From an optimization exercise on the open Yosys and OpenROAD flow, aimed at small area; shortcuts taken in it are not production practice. Function was checked by simulation only, so behaviour that the tests miss may differ from the original. No activity file was given, so power comes from the tool's default toggle rates.

==> job 3006: inputs <==
==> flow/design.v <==
`default_nettype none
package noc_pkg;
    typedef enum logic [7:0] {
        RESP_READ  = 8'h40,
        RESP_WRITE = 8'h80
    } resp_kind_e;
    typedef struct packed {
        resp_kind_e                          kind;    
        logic [7:0]                          src_id;  
        logic [7:0]                          len;     
        logic [0:3-1][31:0]     words;   
    } resp_entry_t;
endpackage
`default_nettype wire
`timescale 1ns/1ps
`default_nettype none
module noc_bridge
(
    input  wire logic        c,
    input  wire logic        rst,
    input  wire logic        cmd_w,
    input  wire logic [7:0]  data_w,
    input  wire logic [31:0] data_rd,
    output logic             cmd_r,
    output logic [7:0]       data_r,
    output logic             sel,
    output logic             rw,
    output logic [31:0]      addr,
    output logic [31:0]      data_wr
);
    logic        q_wr [0:3];
    logic [7:0]  q_id [0:3];
    logic [1:0]  q_nw [0:3];
    logic [31:0] q_a  [0:3];
    logic [31:0] q_d  [0:3];
    logic [3:0]  pc;       
    logic        pwr;      
    logic [2:0]  wp;       
    logic        act;
    logic [3:0]  b;        
    logic [2:0]  rp;       
    wire op_ok = cmd_w && (data_w == 8'h23 || data_w == 8'h63);
    wire done  = (pc == 4'd6 && !pwr) || pc == 4'd10;
    always_ff @(posedge c or posedge rst) begin
        if (rst) begin
            pc  <= '0;
            pwr <= 1'b0;
            wp  <= '0;
        end else begin
            if (pc == 4'd0) begin
                if (op_ok) begin
                    pc  <= 4'd1;
                    pwr <= data_w[6];
                end
            end else if (done) begin
                pc <= 4'd0;
                wp <= wp + 3'd1;
            end else begin
                pc <= pc + 4'd1;
            end
        end
    end
    wire [1:0]  h    = rp[1:0];
    wire        h_wr = q_wr[h];
    wire [7:0]  h_id = q_id[h];
    wire [1:0]  h_nw = q_nw[h];
    wire [31:0] h_a  = q_a[h];
    wire [31:0] h_d  = q_d[h];
    wire last   = h_wr ? (b[0] == 1'b1) : (b == {h_nw, 2'b11});
    wire rd_cap = act && !h_wr && b[1:0] == 2'd2 && b[3:2] < h_nw;
    always_ff @(posedge c or posedge rst) begin
        if (rst) begin
            act <= 1'b0;
            b   <= '0;
            rp  <= '0;
        end else begin
            if (!act) begin
                b <= '0;
                if (rp != wp) act <= 1'b1;
            end else if (last) begin
                act <= 1'b0;
                rp  <= rp + 3'd1;
            end else begin
                b <= b + 4'd1;
            end
        end
    end
    logic [31:0] wb;
    always_ff @(posedge c) begin
        wb <= rd_cap ? data_rd : {data_rd[31:24], wb[31:8]};
    end
    always_ff @(posedge c) begin
        for (int i = 0; i < 4; i++) begin
            if (wp[1:0] == 2'(i)) begin
                if (pc == 4'd0 && op_ok) q_wr[i] <= data_w[6];
                if (pc == 4'd1) q_id[i] <= data_w;
                if (pc >= 4'd2 && pc <= 4'd5) q_a[i] <= {data_w, q_a[i][31:8]};
                if (pc == 4'd6) q_nw[i] <= data_w[3:2];
            end
            if (wp[1:0] == 2'(i) && pc >= 4'd7) q_d[i] <= {data_w, q_d[i][31:8]};
        end
    end
    assign sel     = act && (h_wr ? (b == 4'd0) : (b[1:0] == 2'd1 && b[3:2] < h_nw));
    assign rw      = h_wr;
    assign addr    = {h_a[31:2] + 30'(b[3:2]), h_a[1:0]};
    assign data_wr = h_d;
    always_comb begin
        cmd_r  = 1'b0;
        data_r = 8'h00;
        if (act) begin
            if (b == 4'd0) begin
                cmd_r  = 1'b1;
                data_r = h_wr ? 8'h80 : 8'h40;
            end else if (b == 4'd1) begin
                data_r = h_id;
            end else if (b == 4'd2) begin
                data_r = {4'b0, h_nw, 2'b00};
            end else if (last) begin
                cmd_r  = 1'b1;
                data_r = 8'hE0;
            end else begin
                data_r = wb[7:0];
            end
        end
    end
endmodule
`default_nettype wire
==> flow/run.sh <==
#!/bin/bash
# synth_recipe.tcl (not shown) runs the flow's synth.tcl, then flattens the netlist and writes it again
# the make line also repeats each setting of config.mk as NAME=value (left out here)
make -C /OpenROAD-flow-scripts/flow DESIGN_CONFIG=/design/flow/config.mk WORK_HOME=/design/flow/orfs CLKGATE_MAP_FILE= SYNTH_SCRIPT=/design/flow/synth_recipe.tcl finish
==> flow/config.mk <==
export PLATFORM = sky130hd
export DESIGN_NAME = noc_bridge
export DESIGN_NICKNAME = noc_bridge
export VERILOG_FILES = /design/flow/design.v
export SDC_FILE = /design/flow/constraint.sdc
export NUM_CORES = 4
export LEC_CHECK = 0
export CAP_MARGIN = 20
export CORE_MARGIN = 2
export CORE_UTILIZATION = 40
export CTS_BUF_LIST = sky130_fd_sc_hd__clkbuf_4
export SLEW_MARGIN = 20
==> flow/constraint.sdc <==
create_clock -name core_clock -period 5.0 [get_ports {c}]
set_input_delay 1.0000 -clock core_clock [delete_from_list [all_inputs] [get_ports {c}]]
set_output_delay 1.0000 -clock core_clock [all_outputs]
set_load 0.01 [all_outputs]
==> job 8505 (differences from job 3006) <==
==> flow/design.v, changed modules only <==
module noc_bridge
(
    input  wire logic        c,
    input  wire logic        rst,
    input  wire logic        cmd_w,
    input  wire logic [7:0]  data_w,
    input  wire logic [31:0] data_rd,
    output logic             cmd_r,
    output logic [7:0]       data_r,
    output logic             sel,
    output logic             rw,
    output logic [31:0]      addr,
    output logic [31:0]      data_wr
);
    logic [1:0]  q_k  [0:3];   
    logic [7:0]  q_id [0:3];
    logic [1:0]  q_p  [0:3];   
    logic [31:0] q_a  [0:3];   
    logic [31:0] q_d  [0:2];   
    logic [1:0]  dw;           
    logic [1:0]  dr;           
    logic [1:0]  g;            
    logic [3:0]  pc;           
    logic        pwr;          
    logic [2:0]  wp;           
    logic        act;
    logic [3:0]  b;            
    logic [2:0]  rp;           
    logic        dl;           
    wire op_ok = cmd_w && (data_w == 8'h23 || data_w == 8'h63);
    wire done  = (pc == 4'd6 && !pwr) || pc == 4'd10;
    always_ff @(posedge c or posedge rst) begin
        if (rst) begin
            pc <= '0;
            wp <= '0;
            dw <= '0;
            g  <= '0;
        end else begin
            g <= g + 2'd1;
            if (pc == 4'd0) begin
                if (op_ok) pc <= 4'd1;
            end else if (done) begin
                pc <= 4'd0;
                wp <= wp + 3'd1;
                if (pwr) dw <= (dw == 2'd2) ? 2'd0 : dw + 2'd1;
            end else begin
                pc <= pc + 4'd1;
            end
        end
    end
    always_ff @(posedge c) begin
        if (pc == 4'd0) pwr <= data_w[6];
    end
    wire [1:0]  h    = rp[1:0];
    wire [1:0]  h_k  = q_k[h];
    wire        h_wr = (h_k == 2'd0);
    wire [7:0]  h_id = q_id[h];
    wire [31:0] h_a  = q_a[h];
    wire [31:0] h_d  = q_d[dr];
    wire last   = h_wr ? (b[0] == 1'b1) : (b == {h_k, 2'b11});
    wire rd_cap = act && !h_wr && b[1:0] == {dl, ~dl} && b[3:2] < h_k;
    wire        free = !act || last;
    wire [2:0]  n    = act ? rp + 3'd1 : rp;
    wire [1:0]  n_p  = q_p[n[1:0]];
    wire        ph0  = (g + 2'd1 == n_p);    
    wire        ph1  = (g + 2'd2 == n_p);    
    wire        go   = free && (n != wp) && (ph0 || ph1);
    always_ff @(posedge c or posedge rst) begin
        if (rst) begin
            act <= 1'b0;
            rp  <= '0;
            dr  <= '0;
        end else begin
            if (free) begin
                rp  <= n;
                act <= go;
            end
            if (act && last && h_wr) dr <= (dr == 2'd2) ? 2'd0 : dr + 2'd1;
        end
    end
    always_ff @(posedge c) begin
        if (go) begin
            b  <= '0;
            dl <= ph1;
        end else begin
            b  <= b + 4'd1;
        end
    end
    always_ff @(posedge c) begin
        for (int i = 0; i < 4; i++) begin
            q_a[i] <= {(wp[1:0] == 2'(i) && pc >= 4'd2 && pc <= 4'd5) ? data_w : q_a[i][7:0],
                       q_a[i][31:8]};
            if (wp[1:0] == 2'(i)) begin
                if (pc == 4'd1) q_id[i] <= data_w;
                if (pc == 4'd6) q_k[i]  <= pwr ? 2'd0 : data_w[3:2];
                if (done)       q_p[i]  <= g + 2'd1;
            end
        end
        for (int i = 0; i < 3; i++) begin
            q_d[i] <= {(dw == 2'(i) && pc >= 4'd7) ? data_w : q_d[i][7:0], q_d[i][31:8]};
        end
    end
    logic [31:0] wb;
    logic [7:0]  wt;
    always_ff @(posedge c) begin
        wb <= rd_cap ? data_rd : {data_rd[31:24], wb[31:8]};
        wt <= wb[7:0];
    end
    wire [31:0] a_al = {h_a[23:0], h_a[31:24]};
    assign sel     = act && (h_wr ? (b == {3'b0, dl}) : (b[1:0] == {1'b0, dl} && b[3:2] < h_k));
    assign rw      = h_wr;
    assign addr    = {a_al[31:2] + 30'(b[3:2]), a_al[1:0]};
    assign data_wr = h_d;
    always_comb begin
        cmd_r  = 1'b0;
        data_r = 8'h00;
        if (act) begin
            if (b == 4'd0) begin
                cmd_r  = 1'b1;
                data_r = h_wr ? 8'h80 : 8'h40;
            end else if (b == 4'd1) begin
                data_r = h_id;
            end else if (b == 4'd2) begin
                data_r = {4'b0, h_k, 2'b00};
            end else if (last) begin
                cmd_r  = 1'b1;
                data_r = 8'hE0;
            end else begin
                data_r = dl ? wb[7:0] : wt;
            end
        end
    end
endmodule
==> flow/flow/run.sh (new file) <==
#!/bin/bash
# Standard layout, with the port buffers made of the smallest buffer cell and no dummy clock loads.
set -euo pipefail
bash standard.sh "BUFFER_PORTS_ARGS=-buffer_cell sky130_fd_sc_hd__buf_1" "CTS_ARGS=-sink_clustering_enable -repair_clock_nets -sink_clustering_size 18 -sink_clustering_max_diameter 60 -buf_list sky130_fd_sc_hd__clkbuf_8 -dont_use_dummy_load" finish > standard_flow.log 2>&1
==> flow/standard.sh (new file) <==
#!/bin/bash
# synth_recipe.tcl (not shown) runs the flow's synth.tcl, then flattens the netlist and writes it again
# the make line also repeats each setting of config.mk as NAME=value (left out here)
make -C /OpenROAD-flow-scripts/flow DESIGN_CONFIG=/design/flow/config.mk WORK_HOME=/design/flow/orfs CLKGATE_MAP_FILE= SYNTH_SCRIPT=/design/flow/synth_recipe.tcl "${@:-finish}"
Settings changed: CTS_BUF_LIST sky130_fd_sc_hd__clkbuf_4 to unset, PLACE_DENSITY set to 0.9.
removed: flow/run.sh
==> job 2591 (differences from job 3006) <==
==> flow/design.v, changed modules only <==
module noc_bridge
(
    input  wire logic        c,
    input  wire logic        rst,
    input  wire logic        cmd_w,
    input  wire logic [7:0]  data_w,
    input  wire logic [31:0] data_rd,
    output logic             cmd_r,
    output logic [7:0]       data_r,
    output logic             sel,
    output logic             rw,
    output logic [31:0]      addr,
    output logic [31:0]      data_wr
);
    logic [1:0]  q_k  [0:3];   
    logic [7:0]  q_id [0:3];
    logic [1:0]  q_p  [0:3];   
    logic [31:0] q_a  [0:3];   
    logic [31:0] q_d  [0:2];   
    logic [1:0]  dw;           
    logic [1:0]  dr;           
    logic [1:0]  g;            
    logic [3:0]  pc;           
    logic        pwr;          
    logic [2:0]  wp;           
    logic        act;
    logic [3:0]  b;            
    logic [2:0]  rp;           
    logic        dl;           
    wire op_ok = cmd_w && (data_w == 8'h23 || data_w == 8'h63);
    wire done  = (pc == 4'd6 && !pwr) || pc == 4'd10;
    always_ff @(posedge c or posedge rst) begin
        if (rst) begin
            pc <= '0;
            wp <= '0;
            dw <= '0;
            g  <= '0;
        end else begin
            g <= g + 2'd1;
            if (pc == 4'd0) begin
                if (op_ok) pc <= 4'd1;
            end else if (done) begin
                pc <= 4'd0;
                wp <= wp + 3'd1;
                if (pwr) dw <= (dw == 2'd2) ? 2'd0 : dw + 2'd1;
            end else begin
                pc <= pc + 4'd1;
            end
        end
    end
    always_ff @(posedge c) begin
        if (pc == 4'd0) pwr <= data_w[6];
    end
    wire [1:0]  h    = rp[1:0];
    wire [1:0]  h_k  = q_k[h];
    wire        h_wr = (h_k == 2'd0);
    wire [7:0]  h_id = q_id[h];
    wire [31:0] h_a  = q_a[h];
    wire [31:0] h_d  = q_d[dr];
    wire last   = h_wr ? (b[0] == 1'b1) : (b == {h_k, 2'b11});
    wire rd_cap = act && !h_wr && b[1:0] == {dl, ~dl} && b[3:2] < h_k;
    wire        free = !act || last;
    wire [2:0]  n    = act ? rp + 3'd1 : rp;
    wire [1:0]  n_p  = q_p[n[1:0]];
    wire        ph0  = (g + 2'd1 == n_p);    
    wire        ph1  = (g + 2'd2 == n_p);    
    wire        go   = free && (n != wp) && (ph0 || ph1);
    always_ff @(posedge c or posedge rst) begin
        if (rst) begin
            act <= 1'b0;
            rp  <= '0;
            dr  <= '0;
        end else begin
            if (free) begin
                rp  <= n;
                act <= go;
            end
            if (act && last && h_wr) dr <= (dr == 2'd2) ? 2'd0 : dr + 2'd1;
        end
    end
    always_ff @(posedge c) begin
        if (go) begin
            b  <= '0;
            dl <= ph1;
        end else begin
            b  <= b + 4'd1;
        end
    end
    always_ff @(posedge c) begin
        for (int i = 0; i < 4; i++) begin
            q_a[i] <= {(wp[1:0] == 2'(i) && pc >= 4'd2 && pc <= 4'd5) ? data_w : q_a[i][7:0],
                       q_a[i][31:8]};
            if (wp[1:0] == 2'(i)) begin
                if (pc == 4'd1) q_id[i] <= data_w;
                if (pc == 4'd6) q_k[i]  <= pwr ? 2'd0 : data_w[3:2];
                if (done)       q_p[i]  <= g + 2'd1;
            end
        end
        for (int i = 0; i < 3; i++) begin
            q_d[i] <= {(dw == 2'(i) && pc >= 4'd7) ? data_w : q_d[i][7:0], q_d[i][31:8]};
        end
    end
    logic [31:0] wb;
    logic [7:0]  wt;
    always_ff @(posedge c) begin
        wb <= rd_cap ? data_rd : {data_rd[31:24], wb[31:8]};
        wt <= wb[7:0];
    end
    wire [31:0] a_al = {h_a[23:0], h_a[31:24]};
    assign sel     = act && (h_wr ? (b == {3'b0, dl}) : (b[1:0] == {1'b0, dl} && b[3:2] < h_k));
    assign rw      = h_wr;
    assign addr    = {a_al[31:2] + 30'(b[3:2]), a_al[1:0]};
    assign data_wr = h_d;
    always_comb begin
        cmd_r  = 1'b0;
        data_r = 8'h00;
        if (act) begin
            if (b == 4'd0) begin
                cmd_r  = 1'b1;
                data_r = h_wr ? 8'h80 : 8'h40;
            end else if (b == 4'd1) begin
                data_r = h_id;
            end else if (b == 4'd2) begin
                data_r = {4'b0, h_k, 2'b00};
            end else if (last) begin
                cmd_r  = 1'b1;
                data_r = 8'hE0;
            end else begin
                data_r = dl ? wb[7:0] : wt;
            end
        end
    end
endmodule
==> flow/flow/run.sh (new file) <==
#!/bin/bash
# Standard layout, with the port buffers made of the smallest buffer cell and no dummy clock loads.
set -euo pipefail
bash standard.sh "BUFFER_PORTS_ARGS=-buffer_cell sky130_fd_sc_hd__buf_1" "CTS_ARGS=-sink_clustering_enable -repair_clock_nets -sink_clustering_size 18 -sink_clustering_max_diameter 60 -buf_list sky130_fd_sc_hd__clkbuf_8 -dont_use_dummy_load" finish > standard_flow.log 2>&1
==> flow/standard.sh (new file) <==
#!/bin/bash
# synth_recipe.tcl (not shown) runs the flow's synth.tcl, then flattens the netlist and writes it again
# the make line also repeats each setting of config.mk as NAME=value (left out here)
make -C /OpenROAD-flow-scripts/flow DESIGN_CONFIG=/design/flow/config.mk WORK_HOME=/design/flow/orfs CLKGATE_MAP_FILE= SYNTH_SCRIPT=/design/flow/synth_recipe.tcl "${@:-finish}"
Settings changed: CORE_UTILIZATION 40 to 60, CTS_BUF_LIST sky130_fd_sc_hd__clkbuf_4 to unset, PLACE_DENSITY set to 0.9.
removed: flow/run.sh
==> job 4550 (differences from job 3006) <==
Settings changed: CTS_BUF_LIST sky130_fd_sc_hd__clkbuf_4 to sky130_fd_sc_hd__clkbuf_2 sky130_fd_sc_hd__clkbuf_4 sky130_fd_sc_hd__clkbuf_8, CTS_CLUSTER_SIZE set to 20.
==> qor summary <==
| metric | job 3006 | job 2591 | job 8505 | job 4550 |
|---|---|---|---|---|
| Outcome | complete, no violations | complete, no violations | complete, no violations | complete, no violations |
| GR met3 Demand/Resource | 0.0499 | 0.0477 | 0.0284 | 0.0306 |
| WP buf/inv | 2 | 5 | 4 | 3 |
| Antenna violations before repair | 1 | 0 | 1 | 0 |
| Final clock period utilization by the worst path | 0.966 | 0.945 | 0.948 | 0.962 |
| Adder and majority gate portion of the synthesized area | 0.0206 | 0.0283 | 0.0283 | 0.0206 |
| Internal Power | 7.57 mW | 6.00 mW | 6.06 mW | 7.64 mW |
| Power drawn by the combinational cells | 5.17 mW | 4.42 mW | 4.40 mW | 5.20 mW |
| Placement row count | 67 | 51 | 62 | 67 |
| Proportion of cell area occupied by multi-input gates | 0.210 | 0.328 | 0.323 | 0.212 |
| CTS buffer count | 88 | 22 | 26 | 57 |
| Number of synthesized flops with an enable pin | 300 | 50 | 50 | 300 |
| Hold wc startpoint | q_d[1][31] | q_a[0][21] | q_d[1][13] | q_a[1][16] |
| Core region area | 33,700 um2 | 19,300 um2 | 28,900 um2 | 33,700 um2 |
| Area overhead of the layout relative to synthesis | 23.2% | 8.22% | 9.92% | 22.1% |
| Total area of multi-input combinational cells | 3560 um2 | 4180 um2 | 4180 um2 | 3560 um2 |
| Number of different library cells in the post-synthesis netlist | 52 | 56 | 56 | 52 |
| Compound-gate portion of the synthesized area | 0.0958 | 0.118 | 0.118 | 0.0958 |
| Power dissipated by switching net loads | 4.36 mW | 4.03 mW | 4.08 mW | 4.27 mW |
| Count of vias placed by the detailed router | 8,346 | 7,654 | 7,841 | 8,034 |
| Number of sinks on the clock net | 348 | 335 | 335 | 348 |
| HPWL after detailed placement | 18,700 um | 17,100 um | 18,300 um | 18,700 um |
| Reg2reg end | wb[15] | dl | dl | wb[5] |
| Length of routed met2 wiring | 13,900 um | 11,600 um | 12,400 um | 13,900 um |
| Top power group | combinational logic | registers | registers | combinational logic |
| Transition at the pin with the smallest max-transition slack | 1.06 ns | 0.890 ns | 1.05 ns | 1.06 ns |
| Synthesized netlist net count | 934 | 1,023 | 1,023 | 934 |

[separate check: timing with driven ports]
The results above use ideal ports. As a check the final layouts listed here were re-extracted and re-timed, cells and wires unchanged. Step 1, drivers: a clkbuf_16 drives c and a buf_2 each remaining input, both assumed. Step 2 times the ports against the registers' clock, not the clock port: input delays grow and output delays shrink by t, the midpoint of the rising clock arrivals with the driver on. Three values: ideal ports, drivers, drivers and shift; two values: the first two.
| run | t (ns) | slack for setup (ns) | worst hold slack (ns) | latest minus earliest clock arrival (ns) |
|---|---|---|---|---|
| job 3006 | 0.748 | 0.172 / 0.128 / 0.876 | 0.407 / 0.407 / 0.407 | 0.065 / 0.064 |
| job 8505 | 0.566 | 0.260 / 0.221 / 0.787 | 0.308 / 0.308 / 0.308 | 0.115 / 0.115 |
| job 2591 | 0.570 | 0.277 / 0.235 / 0.805 | 0.327 / 0.327 / 0.327 | 0.052 / 0.053 |
| job 4550 | 0.636 | 0.192 / 0.144 / 0.780 | 0.414 / 0.414 / 0.414 | 0.046 / 0.046 |
After both steps every run listed still meets setup and hold.
